Source: an optimization exercise on an open RTL-to-GDS flow (aim: small area, a short achievable clock period and few clock cycles). Production flows keep margins and buffers that such runs may drop.
The RTL was checked by simulation tests, not by an equivalence proof against the original design.
No activity file was given, so power comes from the tool's default toggle rates.

==> inputs of run K <==
==> flow/design.v <==
`default_nettype none
package tmrbank_pkg;
  localparam int OP_W   = 3;
  localparam int SLOT_W = 4;
  localparam int INT_W  = 31;
  localparam int EV_W   = 2;
  localparam int STS_W  = 2;
  localparam logic [OP_W-1:0] OP_TICK       = 3'd0;
  localparam logic [OP_W-1:0] OP_START_ONE  = 3'd1;
  localparam logic [OP_W-1:0] OP_START_PER  = 3'd2;
  localparam logic [OP_W-1:0] OP_RESTART    = 3'd3;
  localparam logic [OP_W-1:0] OP_CANCEL     = 3'd4;
  localparam logic [OP_W-1:0] OP_CANCEL_ALL = 3'd5;
  localparam logic [EV_W-1:0] EV_EXPIRED = 2'd0;
  localparam logic [EV_W-1:0] EV_CREATED = 2'd1;
  localparam logic [EV_W-1:0] EV_ACK     = 2'd2;
  localparam logic [STS_W-1:0] STS_OK       = 2'd0;
  localparam logic [STS_W-1:0] STS_FULL     = 2'd1;
  localparam logic [STS_W-1:0] STS_INACTIVE = 2'd2;
  localparam int MAX_RES = 16;
  localparam int CNT_W   = 5;
  localparam int QDEPTH = 2;
  localparam int QCNT_W = 2;
  typedef struct packed {
    logic [OP_W-1:0]   op;
    logic [SLOT_W-1:0] slot;
    logic              slot_ok;
    logic [INT_W-1:0]  interval;
  } cmd_t;
endpackage
`default_nettype wire
`default_nettype none
`default_nettype wire
`default_nettype none
`default_nettype wire
`default_nettype none
import tmrbank_pkg::*;
module one_shot_periodic_timer_bank_top #(
  parameter int SLOT_COUNT = 16,
  parameter int TIME_BITS  = 16
) (
  input  wire logic                           clk,
  input  wire logic                           rst_n,
  input  wire logic                           in_valid,
  output logic                                in_ready,
  input  wire logic [tmrbank_pkg::OP_W-1:0]   in_operation,
  input  wire logic [tmrbank_pkg::SLOT_W-1:0] in_slot,
  input  wire logic [tmrbank_pkg::INT_W-1:0]  in_interval_ms,
  output logic                                out_valid,
  input  wire logic                           out_ready,
  output logic [tmrbank_pkg::EV_W-1:0]        out_event_res,
  output logic [tmrbank_pkg::SLOT_W-1:0]      out_slot_id,
  output logic [tmrbank_pkg::STS_W-1:0]       out_status,
  output logic                                out_was_periodic,
  output logic                                out_last
);
  localparam int N  = 16;
  localparam int TW = 16;
  logic [N-1:0]  a_r, b_r;
  logic [TW-1:0] dl_r [N];    
  logic [TW-1:0] em_r [N];    
  logic [TW-1:0] c_r;         
  logic [N-1:0]  mt_r;        
  logic [N-1:0]  fr_r;        
  logic          fu_r;        
  logic [N-1:0]  pm_r;        
  logic [N-1:0]  rl_r;        
  logic          rdy_r;
  logic          xv_r;
  logic [2:0]    xop_r;
  logic [3:0]    xslot_r;
  logic          xbig_r;       
  logic [TW-1:0] xem_r;        
  logic          ov_r, sv_r;
  logic [9:0]    ob_r, sb_r;   
  function automatic logic [N-1:0] low_bit(input logic [N-1:0] m);
    logic [N-1:0] p;
    p = m;
    for (int s = 1; s < N; s = s * 2) p = p | (p << s);
    low_bit = m & ~(p << 1);
  endfunction
  function automatic logic [TW-1:0] ks_add(input logic [TW-1:0] a, input logic [TW-1:0] b);
    logic [TW-1:0] g, p, t;
    t = a ^ b;
    g = a & b;
    p = t;
    for (int s = 1; s < TW; s = s * 2) begin
      g = g | (p & (g << s));
      p = p & (p << s);
    end
    ks_add = t ^ (g << 1);
  endfunction
  function automatic logic [3:0] enc(input logic [N-1:0] oh);
    logic [3:0] r;
    r = '0;
    for (int i = 0; i < N; i++) if (oh[i]) r = r | 4'(i);
    enc = r;
  endfunction
  logic exec, o_free;
  assign exec   = xv_r && rdy_r;
  assign o_free = !ov_r || out_ready;
  logic is_tick, is_start, is_restart, is_cancel, is_cancel_all;
  assign is_tick       = exec && (xop_r == OP_TICK);
  assign is_start      = exec && ((xop_r == OP_START_ONE) || (xop_r == OP_START_PER));
  assign is_restart    = exec && (xop_r == OP_RESTART);
  assign is_cancel     = exec && (xop_r == OP_CANCEL);
  assign is_cancel_all = exec && (xop_r == OP_CANCEL_ALL);
  logic [TW-1:0] em_sel;
  always_comb begin
    em_sel = '0;
    for (int i = 0; i < N; i++) em_sel = em_sel | (em_r[i] & {TW{rl_r[i]}});
  end
  logic [N-1:0] hit;
  always_comb begin
    for (int i = 0; i < N; i++) begin
      if (rl_r[i]) hit[i] = a_r[i] && (em_r[i] == '0);
      else         hit[i] = a_r[i] && mt_r[i];
    end
  end
  logic [N-1:0] h_low, p_low;
  logic [N-1:0] h_rest, p_rest;
  assign h_low  = low_bit(hit);
  assign h_rest = hit & ~h_low;
  assign p_low  = low_bit(pm_r);
  assign p_rest = pm_r & ~p_low;
  logic [N-1:0]  act, free_low;
  logic          full;
  assign act      = a_r | b_r;
  assign free_low = fr_r;
  assign full     = fu_r;
  logic [N-1:0] sl_oh;
  logic         sl_act;
  assign sl_oh  = N'(1) << xslot_r;
  assign sl_act = |(act & sl_oh);
  logic [N-1:0] a_clr, b_clr;
  assign a_clr = ((hit & ~b_r) & {N{is_tick}}) | (sl_oh & {N{is_cancel}}) | {N{is_cancel_all}};
  assign b_clr = (sl_oh & {N{is_cancel}}) | {N{is_cancel_all}} | (free_low & {N{is_start}});
  logic [N-1:0] a_n, b_n;
  assign a_n = (a_r & ~a_clr) | (free_low & {N{is_start && !full && !xbig_r}});
  assign b_n = (b_r & ~b_clr) | (free_low & {N{is_start && !full && (xbig_r || (xop_r == OP_START_PER))}});
  logic [TW-1:0] c_n;
  logic [N-1:0]  mt_n;
  assign c_n = is_tick ? c_r + TW'(1) : c_r;
  always_comb begin
    for (int i = 0; i < N; i++)
      mt_n[i] = rl_r[i] ? (em_sel == TW'(is_tick)) : (dl_r[i] == c_n);
  end
  logic       x_beat;
  logic [9:0] x_b;
  always_comb begin
    x_beat = 1'b0;
    x_b    = {EV_EXPIRED, enc(h_low), STS_OK, |(h_low & b_r), (h_rest == '0)};
    unique case (xop_r)
      OP_TICK: begin
        x_beat = |hit;
      end
      OP_START_ONE, OP_START_PER: begin
        x_beat = 1'b1;
        x_b    = {EV_CREATED, full ? 4'd0 : enc(free_low), full ? STS_FULL : STS_OK, 1'b0, 1'b1};
      end
      OP_RESTART, OP_CANCEL: begin
        x_beat = 1'b1;
        x_b    = {EV_ACK, xslot_r, sl_act ? STS_OK : STS_INACTIVE, 1'b0, 1'b1};
      end
      OP_CANCEL_ALL: begin
        x_beat = 1'b1;
        x_b    = {EV_ACK, 4'd0, STS_OK, 1'b0, 1'b1};
      end
      default: ;
    endcase
    x_beat = x_beat && exec;
  end
  logic p_any, p_go;
  assign p_any = (pm_r != '0);
  assign p_go  = p_any && o_free && !sv_r;
  logic [9:0] nb;
  logic       nbv;
  always_comb begin
    if (sv_r) begin
      nb  = sb_r;
      nbv = 1'b1;
    end else if (p_any) begin
      nb  = {EV_EXPIRED, enc(p_low), STS_OK, |(p_low & b_r), (p_rest == '0)};
      nbv = 1'b1;
    end else begin
      nb  = x_b;
      nbv = x_beat;
    end
  end
  logic [N-1:0] pm_n;
  logic         pm_z_n, sv_n, xv_n;
  always_comb begin
    pm_n   = pm_r;
    pm_z_n = !p_any;
    if (is_tick) begin
      pm_n   = h_rest;
      pm_z_n = (h_rest == '0);
    end else if (p_go) begin
      pm_n   = p_rest;
      pm_z_n = (p_rest == '0);
    end
    sv_n = !o_free && (sv_r || x_beat);
    xv_n = rdy_r ? in_valid : xv_r;
  end
  always_ff @(posedge clk) begin
    if (!rst_n) begin
      a_r    <= '0;
      b_r    <= '0;
      fr_r   <= N'(1);
      fu_r   <= 1'b0;
      c_r    <= TW'(1);
      pm_r   <= '0;
      rl_r   <= '0;
      rdy_r  <= 1'b1;
      xv_r   <= 1'b0;
      ov_r   <= 1'b0;
      sv_r   <= 1'b0;
    end else begin
      if (o_free) ov_r <= nbv;
      sv_r   <= sv_n;
      pm_r   <= pm_n;
      xv_r   <= xv_n;
      rdy_r  <= !xv_n || (pm_z_n && !sv_n);
      rl_r   <= ((p_low & b_r) & {N{p_go}}) |
                ((h_low & b_r) & {N{is_tick}}) |
                (free_low & {N{is_start && !full}}) |
                (sl_oh & {N{is_restart && sl_act}});
      c_r    <= c_n;
      a_r    <= a_n;
      b_r    <= b_n;
      fr_r   <= low_bit(~(a_n | b_n));
      fu_r   <= &(a_n | b_n);
    end
  end
  always_ff @(posedge clk) begin
    mt_r   <= mt_n;
    if (o_free) ob_r <= nb;
    if (!o_free && x_beat) sb_r <= x_b;
    if (rdy_r) begin
      xop_r   <= in_operation;
      xslot_r <= in_slot;
      xbig_r  <= |in_interval_ms[INT_W-1:TW];
      xem_r   <= (in_interval_ms[TW-1:0] == '0) ? '0 : in_interval_ms[TW-1:0] - TW'(1);
    end
    for (int i = 0; i < N; i++) begin
      if (rl_r[i]) dl_r[i] <= ks_add(c_r, em_sel);
      if (is_start && !full && free_low[i]) em_r[i] <= xem_r;
    end
  end
  assign in_ready         = rdy_r;
  assign out_valid        = ov_r;
  assign {out_event_res, out_slot_id, out_status, out_was_periodic, out_last} = ob_r;
endmodule
`default_nettype wire
==> flow/flow/run.sh <==
#!/bin/bash
# The standard layout (standard.sh: ORFS synthesis through finish, unchanged),
# with the timing repair after CTS and after global routing told to aim for
# SETUP_SLACK_MARGIN ns of setup slack, so it works toward a shorter period
# than the 10 ns clock. make's whole output goes to flow_make.log here; ORFS
# also keeps each step's log under orfs/logs.
set -euo pipefail
bash standard.sh SETUP_SLACK_MARGIN=6.5 finish > flow_make.log 2>&1
==> flow/standard.sh <==
#!/bin/bash
# synth_recipe.tcl (not shown) runs the flow's synth.tcl, then flattens the netlist and writes it again
# the make line also repeats each setting of config.mk as NAME=value (left out here)
make -C /OpenROAD-flow-scripts/flow DESIGN_CONFIG=/design/flow/config.mk WORK_HOME=/design/flow/orfs CLKGATE_MAP_FILE= SYNTH_SCRIPT=/design/flow/synth_recipe.tcl "${@:-finish}"
==> flow/config.mk <==
export PLATFORM = sky130hd
export DESIGN_NAME = one_shot_periodic_timer_bank_top
export DESIGN_NICKNAME = one_shot_periodic_timer_bank_top
export VERILOG_FILES = /design/flow/design.v
export SDC_FILE = /design/flow/constraint.sdc
export NUM_CORES = 4
export LEC_CHECK = 0
export CAP_MARGIN = 20
export CORE_MARGIN = 2
export CORE_UTILIZATION = 60
export CTS_CLUSTER_DIAMETER = 100
export CTS_CLUSTER_SIZE = 25
export SLEW_MARGIN = 20
==> flow/constraint.sdc <==
create_clock -name core_clock -period 10.0 [get_ports {clk}]
set_input_delay 2.0000 -clock core_clock [delete_from_list [all_inputs] [get_ports {clk}]]
set_output_delay 2.0000 -clock core_clock [all_outputs]
set_load 0.01 [all_outputs]
==> inputs of run P, as changes to run K <==
--- a/flow/design.v
+++ b/flow/design.v
@@ -60,4 +60,5 @@
   logic [TW-1:0] dl_r [N];    
   logic [TW-1:0] em_r [N];    
+  logic [N-1:0]  ez_r;        
   logic [TW-1:0] c_r;         
   logic [N-1:0]  mt_r;        
@@ -66,10 +67,14 @@
   logic [N-1:0]  pm_r;        
   logic [N-1:0]  rl_r;        
+  logic [N-1:0]  rb_r;        
+  logic [TW-1:0] rb_e_r;      
+  logic          rb_z_r;      
   logic          rdy_r;
+  logic          tk_r;        
   logic          xv_r;
   logic [2:0]    xop_r;
   logic [3:0]    xslot_r;
   logic          xbig_r;       
-  logic [TW-1:0] xem_r;        
+  logic [TW-1:0] xeff_r;       
   logic          ov_r, sv_r;
   logic [9:0]    ob_r, sb_r;   
@@ -101,5 +106,5 @@
   assign o_free = !ov_r || out_ready;
   logic is_tick, is_start, is_restart, is_cancel, is_cancel_all;
-  assign is_tick       = exec && (xop_r == OP_TICK);
+  assign is_tick       = tk_r;
   assign is_start      = exec && ((xop_r == OP_START_ONE) || (xop_r == OP_START_PER));
   assign is_restart    = exec && (xop_r == OP_RESTART);
@@ -111,9 +116,12 @@
     for (int i = 0; i < N; i++) em_sel = em_sel | (em_r[i] & {TW{rl_r[i]}});
   end
+  logic         rb_z;
   logic [N-1:0] hit;
+  assign rb_z = rb_z_r;
   always_comb begin
     for (int i = 0; i < N; i++) begin
-      if (rl_r[i]) hit[i] = a_r[i] && (em_r[i] == '0);
-      else         hit[i] = a_r[i] && mt_r[i];
+      if (rl_r[i])      hit[i] = a_r[i] && ez_r[i];
+      else if (rb_r[i]) hit[i] = a_r[i] && rb_z;
+      else              hit[i] = a_r[i] && mt_r[i];
     end
   end
@@ -144,5 +152,5 @@
   always_comb begin
     for (int i = 0; i < N; i++)
-      mt_n[i] = rl_r[i] ? (em_sel == TW'(is_tick)) : (dl_r[i] == c_n);
+      mt_n[i] = rb_r[i] ? (rb_e_r == TW'(is_tick)) : (dl_r[i] == c_n);
   end
   logic       x_beat;
@@ -189,5 +197,6 @@
   end
   logic [N-1:0] pm_n;
-  logic         pm_z_n, sv_n, xv_n;
+  logic         pm_z_n, sv_n, xv_n, rdy_n;
+  logic [2:0]   xop_n;
   always_comb begin
     pm_n   = pm_r;
@@ -201,5 +210,7 @@
     end
     sv_n = !o_free && (sv_r || x_beat);
-    xv_n = rdy_r ? in_valid : xv_r;
+    xv_n  = rdy_r ? in_valid : xv_r;
+    xop_n = rdy_r ? in_operation : xop_r;
+    rdy_n = !xv_n || (pm_z_n && !sv_n);
   end
   always_ff @(posedge clk) begin
@@ -212,5 +223,7 @@
       pm_r   <= '0;
       rl_r   <= '0;
+      rb_r   <= '0;
       rdy_r  <= 1'b1;
+      tk_r   <= 1'b0;
       xv_r   <= 1'b0;
       ov_r   <= 1'b0;
@@ -221,5 +234,7 @@
       pm_r   <= pm_n;
       xv_r   <= xv_n;
-      rdy_r  <= !xv_n || (pm_z_n && !sv_n);
+      rdy_r  <= rdy_n;
+      tk_r   <= xv_n && rdy_n && (xop_n == OP_TICK);
+      rb_r   <= rl_r;
       rl_r   <= ((p_low & b_r) & {N{p_go}}) |
                 ((h_low & b_r) & {N{is_tick}}) |
@@ -234,4 +249,6 @@
   end
   always_ff @(posedge clk) begin
+    rb_e_r <= em_sel - (is_tick ? TW'(2) : TW'(1));
+    rb_z_r <= (em_sel == (is_tick ? TW'(2) : TW'(1)));
     mt_r   <= mt_n;
     if (o_free) ob_r <= nb;
@@ -241,9 +258,12 @@
       xslot_r <= in_slot;
       xbig_r  <= |in_interval_ms[INT_W-1:TW];
-      xem_r   <= (in_interval_ms[TW-1:0] == '0) ? '0 : in_interval_ms[TW-1:0] - TW'(1);
+      xeff_r  <= {in_interval_ms[TW-1:1], in_interval_ms[0] || (in_interval_ms[TW-1:0] == '0)};
     end
     for (int i = 0; i < N; i++) begin
-      if (rl_r[i]) dl_r[i] <= ks_add(c_r, em_sel);
-      if (is_start && !full && free_low[i]) em_r[i] <= xem_r;
+      if (rb_r[i]) dl_r[i] <= ks_add(c_r, rb_e_r);
+      if (is_start && !full && free_low[i]) begin
+        em_r[i] <= xeff_r;
+        ez_r[i] <= (xeff_r == TW'(1));
+      end
     end
   end
--- a/flow/flow/run.sh
+++ b/flow/flow/run.sh
@@ -6,3 +6,3 @@
 # also keeps each step's log under orfs/logs.
 set -euo pipefail
-bash standard.sh SETUP_SLACK_MARGIN=6.5 finish > flow_make.log 2>&1
+bash standard.sh SETUP_SLACK_MARGIN=6.75 finish > flow_make.log 2>&1
==> inputs of run R, as changes to run K <==
--- a/flow/design.v
+++ b/flow/design.v
@@ -61,7 +61,4 @@
   logic [TW-1:0] em_r [N];    
   logic [TW-1:0] c_r;         
-  logic [N-1:0]  mt_r;        
-  logic [N-1:0]  fr_r;        
-  logic          fu_r;        
   logic [N-1:0]  pm_r;        
   logic [N-1:0]  rl_r;        
@@ -71,5 +68,5 @@
   logic [3:0]    xslot_r;
   logic          xbig_r;       
-  logic [TW-1:0] xem_r;        
+  logic [TW-1:0] xlo_r;        
   logic          ov_r, sv_r;
   logic [9:0]    ob_r, sb_r;   
@@ -115,5 +112,5 @@
     for (int i = 0; i < N; i++) begin
       if (rl_r[i]) hit[i] = a_r[i] && (em_r[i] == '0);
-      else         hit[i] = a_r[i] && mt_r[i];
+      else         hit[i] = a_r[i] && (dl_r[i] == c_r);
     end
   end
@@ -126,24 +123,13 @@
   logic [N-1:0]  act, free_low;
   logic          full;
+  logic [TW-1:0] iv_m1;
   assign act      = a_r | b_r;
-  assign free_low = fr_r;
-  assign full     = fu_r;
+  assign free_low = low_bit(~act);
+  assign full     = &act;
+  assign iv_m1    = (xlo_r == '0) ? '0 : xlo_r - TW'(1);
   logic [N-1:0] sl_oh;
   logic         sl_act;
   assign sl_oh  = N'(1) << xslot_r;
   assign sl_act = |(act & sl_oh);
-  logic [N-1:0] a_clr, b_clr;
-  assign a_clr = ((hit & ~b_r) & {N{is_tick}}) | (sl_oh & {N{is_cancel}}) | {N{is_cancel_all}};
-  assign b_clr = (sl_oh & {N{is_cancel}}) | {N{is_cancel_all}} | (free_low & {N{is_start}});
-  logic [N-1:0] a_n, b_n;
-  assign a_n = (a_r & ~a_clr) | (free_low & {N{is_start && !full && !xbig_r}});
-  assign b_n = (b_r & ~b_clr) | (free_low & {N{is_start && !full && (xbig_r || (xop_r == OP_START_PER))}});
-  logic [TW-1:0] c_n;
-  logic [N-1:0]  mt_n;
-  assign c_n = is_tick ? c_r + TW'(1) : c_r;
-  always_comb begin
-    for (int i = 0; i < N; i++)
-      mt_n[i] = rl_r[i] ? (em_sel == TW'(is_tick)) : (dl_r[i] == c_n);
-  end
   logic       x_beat;
   logic [9:0] x_b;
@@ -207,6 +193,4 @@
       a_r    <= '0;
       b_r    <= '0;
-      fr_r   <= N'(1);
-      fu_r   <= 1'b0;
       c_r    <= TW'(1);
       pm_r   <= '0;
@@ -222,17 +206,27 @@
       xv_r   <= xv_n;
       rdy_r  <= !xv_n || (pm_z_n && !sv_n);
-      rl_r   <= ((p_low & b_r) & {N{p_go}}) |
-                ((h_low & b_r) & {N{is_tick}}) |
-                (free_low & {N{is_start && !full}}) |
-                (sl_oh & {N{is_restart && sl_act}});
-      c_r    <= c_n;
-      a_r    <= a_n;
-      b_r    <= b_n;
-      fr_r   <= low_bit(~(a_n | b_n));
-      fu_r   <= &(a_n | b_n);
+      rl_r   <= p_go ? (p_low & b_r) :
+                is_tick ? (h_low & b_r) :
+                (is_start && !full) ? free_low :
+                (is_restart && sl_act) ? sl_oh : '0;
+      if (is_tick) begin
+        c_r <= c_r + TW'(1);
+        a_r <= a_r & ~(hit & ~b_r);
+      end
+      if (is_start && !full) begin
+        a_r <= a_r | (free_low & {N{!xbig_r}});
+        b_r <= (b_r & ~free_low) | (free_low & {N{xbig_r || (xop_r == OP_START_PER)}});
+      end
+      if (is_cancel) begin
+        a_r <= a_r & ~sl_oh;
+        b_r <= b_r & ~sl_oh;
+      end
+      if (is_cancel_all) begin
+        a_r <= '0;
+        b_r <= '0;
+      end
     end
   end
   always_ff @(posedge clk) begin
-    mt_r   <= mt_n;
     if (o_free) ob_r <= nb;
     if (!o_free && x_beat) sb_r <= x_b;
@@ -241,9 +235,9 @@
       xslot_r <= in_slot;
       xbig_r  <= |in_interval_ms[INT_W-1:TW];
-      xem_r   <= (in_interval_ms[TW-1:0] == '0) ? '0 : in_interval_ms[TW-1:0] - TW'(1);
+      xlo_r   <= in_interval_ms[TW-1:0];
     end
     for (int i = 0; i < N; i++) begin
       if (rl_r[i]) dl_r[i] <= ks_add(c_r, em_sel);
-      if (is_start && !full && free_low[i]) em_r[i] <= xem_r;
+      if (is_start && !full && free_low[i]) em_r[i] <= iv_m1;
     end
   end
==> flow/run.sh (new file) <==
#!/bin/bash
# synth_recipe.tcl (not shown) runs the flow's synth.tcl, then flattens the netlist and writes it again
# the make line also repeats each setting of config.mk as NAME=value (left out here)
make -C /OpenROAD-flow-scripts/flow DESIGN_CONFIG=/design/flow/config.mk WORK_HOME=/design/flow/orfs CLKGATE_MAP_FILE= SYNTH_SCRIPT=/design/flow/synth_recipe.tcl finish
--- a/flow/config.mk
+++ b/flow/config.mk
@@ -8,6 +8,5 @@
 export CAP_MARGIN = 20
 export CORE_MARGIN = 2
-export CORE_UTILIZATION = 60
-export CTS_CLUSTER_DIAMETER = 100
-export CTS_CLUSTER_SIZE = 25
+export CORE_UTILIZATION = 40
+export SETUP_SLACK_MARGIN = 5
 export SLEW_MARGIN = 20
removed: flow/flow/run.sh
removed: flow/standard.sh
==> inputs of run G, as changes to run K <==
--- a/flow/design.v
+++ b/flow/design.v
@@ -60,4 +60,5 @@
   logic [TW-1:0] dl_r [N];    
   logic [TW-1:0] em_r [N];    
+  logic [N-1:0]  ez_r;        
   logic [TW-1:0] c_r;         
   logic [N-1:0]  mt_r;        
@@ -66,10 +67,14 @@
   logic [N-1:0]  pm_r;        
   logic [N-1:0]  rl_r;        
+  logic [N-1:0]  rb_r;        
+  logic [TW-1:0] rb_e_r;      
+  logic          rb_z_r;      
   logic          rdy_r;
+  logic          tk_r;        
   logic          xv_r;
   logic [2:0]    xop_r;
   logic [3:0]    xslot_r;
   logic          xbig_r;       
-  logic [TW-1:0] xem_r;        
+  logic [TW-1:0] xeff_r;       
   logic          ov_r, sv_r;
   logic [9:0]    ob_r, sb_r;   
@@ -101,5 +106,5 @@
   assign o_free = !ov_r || out_ready;
   logic is_tick, is_start, is_restart, is_cancel, is_cancel_all;
-  assign is_tick       = exec && (xop_r == OP_TICK);
+  assign is_tick       = tk_r;
   assign is_start      = exec && ((xop_r == OP_START_ONE) || (xop_r == OP_START_PER));
   assign is_restart    = exec && (xop_r == OP_RESTART);
@@ -111,9 +116,12 @@
     for (int i = 0; i < N; i++) em_sel = em_sel | (em_r[i] & {TW{rl_r[i]}});
   end
+  logic         rb_z;
   logic [N-1:0] hit;
+  assign rb_z = rb_z_r;
   always_comb begin
     for (int i = 0; i < N; i++) begin
-      if (rl_r[i]) hit[i] = a_r[i] && (em_r[i] == '0);
-      else         hit[i] = a_r[i] && mt_r[i];
+      if (rl_r[i])      hit[i] = a_r[i] && ez_r[i];
+      else if (rb_r[i]) hit[i] = a_r[i] && rb_z;
+      else              hit[i] = a_r[i] && mt_r[i];
     end
   end
@@ -144,5 +152,5 @@
   always_comb begin
     for (int i = 0; i < N; i++)
-      mt_n[i] = rl_r[i] ? (em_sel == TW'(is_tick)) : (dl_r[i] == c_n);
+      mt_n[i] = rb_r[i] ? (rb_e_r == TW'(is_tick)) : (dl_r[i] == c_n);
   end
   logic       x_beat;
@@ -189,5 +197,6 @@
   end
   logic [N-1:0] pm_n;
-  logic         pm_z_n, sv_n, xv_n;
+  logic         pm_z_n, sv_n, xv_n, rdy_n;
+  logic [2:0]   xop_n;
   always_comb begin
     pm_n   = pm_r;
@@ -201,5 +210,7 @@
     end
     sv_n = !o_free && (sv_r || x_beat);
-    xv_n = rdy_r ? in_valid : xv_r;
+    xv_n  = rdy_r ? in_valid : xv_r;
+    xop_n = rdy_r ? in_operation : xop_r;
+    rdy_n = !xv_n || (pm_z_n && !sv_n);
   end
   always_ff @(posedge clk) begin
@@ -212,5 +223,7 @@
       pm_r   <= '0;
       rl_r   <= '0;
+      rb_r   <= '0;
       rdy_r  <= 1'b1;
+      tk_r   <= 1'b0;
       xv_r   <= 1'b0;
       ov_r   <= 1'b0;
@@ -221,5 +234,7 @@
       pm_r   <= pm_n;
       xv_r   <= xv_n;
-      rdy_r  <= !xv_n || (pm_z_n && !sv_n);
+      rdy_r  <= rdy_n;
+      tk_r   <= xv_n && rdy_n && (xop_n == OP_TICK);
+      rb_r   <= rl_r;
       rl_r   <= ((p_low & b_r) & {N{p_go}}) |
                 ((h_low & b_r) & {N{is_tick}}) |
@@ -234,4 +249,6 @@
   end
   always_ff @(posedge clk) begin
+    rb_e_r <= em_sel - (is_tick ? TW'(2) : TW'(1));
+    rb_z_r <= (em_sel == (is_tick ? TW'(2) : TW'(1)));
     mt_r   <= mt_n;
     if (o_free) ob_r <= nb;
@@ -241,9 +258,12 @@
       xslot_r <= in_slot;
       xbig_r  <= |in_interval_ms[INT_W-1:TW];
-      xem_r   <= (in_interval_ms[TW-1:0] == '0) ? '0 : in_interval_ms[TW-1:0] - TW'(1);
+      xeff_r  <= {in_interval_ms[TW-1:1], in_interval_ms[0] || (in_interval_ms[TW-1:0] == '0)};
     end
     for (int i = 0; i < N; i++) begin
-      if (rl_r[i]) dl_r[i] <= ks_add(c_r, em_sel);
-      if (is_start && !full && free_low[i]) em_r[i] <= xem_r;
+      if (rb_r[i]) dl_r[i] <= ks_add(c_r, rb_e_r);
+      if (is_start && !full && free_low[i]) begin
+        em_r[i] <= xeff_r;
+        ez_r[i] <= (xeff_r == TW'(1));
+      end
     end
   end
--- a/flow/flow/run.sh
+++ b/flow/flow/run.sh
@@ -6,3 +6,3 @@
 # also keeps each step's log under orfs/logs.
 set -euo pipefail
-bash standard.sh SETUP_SLACK_MARGIN=6.5 finish > flow_make.log 2>&1
+bash standard.sh SETUP_SLACK_MARGIN=7 finish > flow_make.log 2>&1
--- a/flow/config.mk
+++ b/flow/config.mk
@@ -8,5 +8,5 @@
 export CAP_MARGIN = 20
 export CORE_MARGIN = 2
-export CORE_UTILIZATION = 60
+export CORE_UTILIZATION = 70
 export CTS_CLUSTER_DIAMETER = 100
 export CTS_CLUSTER_SIZE = 25
==> run notes <==
quantity                                                                         run K       run P                  run R            run G
Power of the combinational group                                              0.130 mW    0.324 mW               0.138 mW         0.379 mW
Area occupied by multi-input gates                                           11300 µm²   10500 µm²              10900 µm²        10900 µm²
Initial antenna violation count                                                      1           1                      4                0
Outcome                                               no timing/DRC/antenna violations  no timing/DRC/antenna violations  no timing/DRC/antenna violations  no timing/DRC/antenna violations
Crit path time final                                                           3.96 ns     3.30 ns                4.74 ns          3.27 ns
Level count of the clock H-tree                                                      2           2                      3                2
Post-Route Hold Slack                                                         0.537 ns    0.503 ns               0.510 ns         0.518 ns
Setup repair after global routing missed its margin                               true        true                  false             true
Total net switching power                                                      1.03 mW     1.20 mW                1.21 mW          1.23 mW
Post-route fraction of the period consumed by the critical path                  39.6%       33.0%                  47.4%            32.7%
Pwr dens                                                                    139 nW/µm²  157 nW/µm²             168 nW/µm²       154 nW/µm²
R2R Setup Slk                                                                  6.04 ns     6.79 ns                5.26 ns          6.73 ns
Inverter count of the layout excluding clock inverters                              20          36                     38               36
Final core utilization                                                           70.1%       66.6%                  45.9%            80.4%
Critical Path End                                                dl_r[5][14]$_DFFE_PP_    in_ready  dl_r[1][14]$_DFFE_PP_  mt_r[8]$_DFF_P_
Routed length on met2                                                         43100 µm    41700 µm               45300 µm         44400 µm
Mapped Avg Cell Area                                                          13.1 µm²    13.3 µm²               12.5 µm²         13.3 µm²
Testbench counts of run K, summed over its fixed seeds: cycles 39,461.
Testbench counts of run P, summed over its fixed seeds: cycles 39,461.
Testbench counts of run R, summed over its fixed seeds: cycles 39,461.
Testbench counts of run G, summed over its fixed seeds: cycles 39,461.

-- afterwards: timing with drivers on the ports --
Ports are ideal in the flow. The routed layouts listed here were re-timed in OpenROAD. Step 1 (the two cells are an assumption about what drives the block):
set clk [get_ports {clk}]
set_driving_cell -lib_cell sky130_fd_sc_hd__clkbuf_16 $clk
set_driving_cell -lib_cell sky130_fd_sc_hd__buf_2 [delete_from_list [all_inputs] $clk]
Step 2 adds t to the input delays and takes it off the output delays; t is the mean of the earliest and latest rising clock arrival at the registers after step 1. Input paths then give back, and output paths get back, about the clock's delay inside the block. Three values: no drivers, after step 1, after step 2; two values: the first two.
| run | t (ns) | setup slack, ns | clock arrival spread, ns | worst register clock-pin slew, ns |
|---|---|---|---|---|
| run K | 0.667 | 6.038 / 6.038 / 5.877 | 0.039 / 0.040 | 0.11 / 0.11 |
| run P | 0.655 | 6.701 / 6.639 / 6.145 | 0.029 / 0.029 | 0.11 / 0.11 |
| run R | 0.684 | 5.264 / 5.264 / 5.264 | 0.029 / 0.030 | 0.07 / 0.07 |
| run G | 0.643 | 6.727 / 6.727 / 6.339 | 0.035 / 0.035 | 0.11 / 0.11 |
After both steps setup and hold are still met in every run listed. The setup slack of run P, which loses most, moves by -0.062 ns with the drivers and by -0.556 ns with both steps.
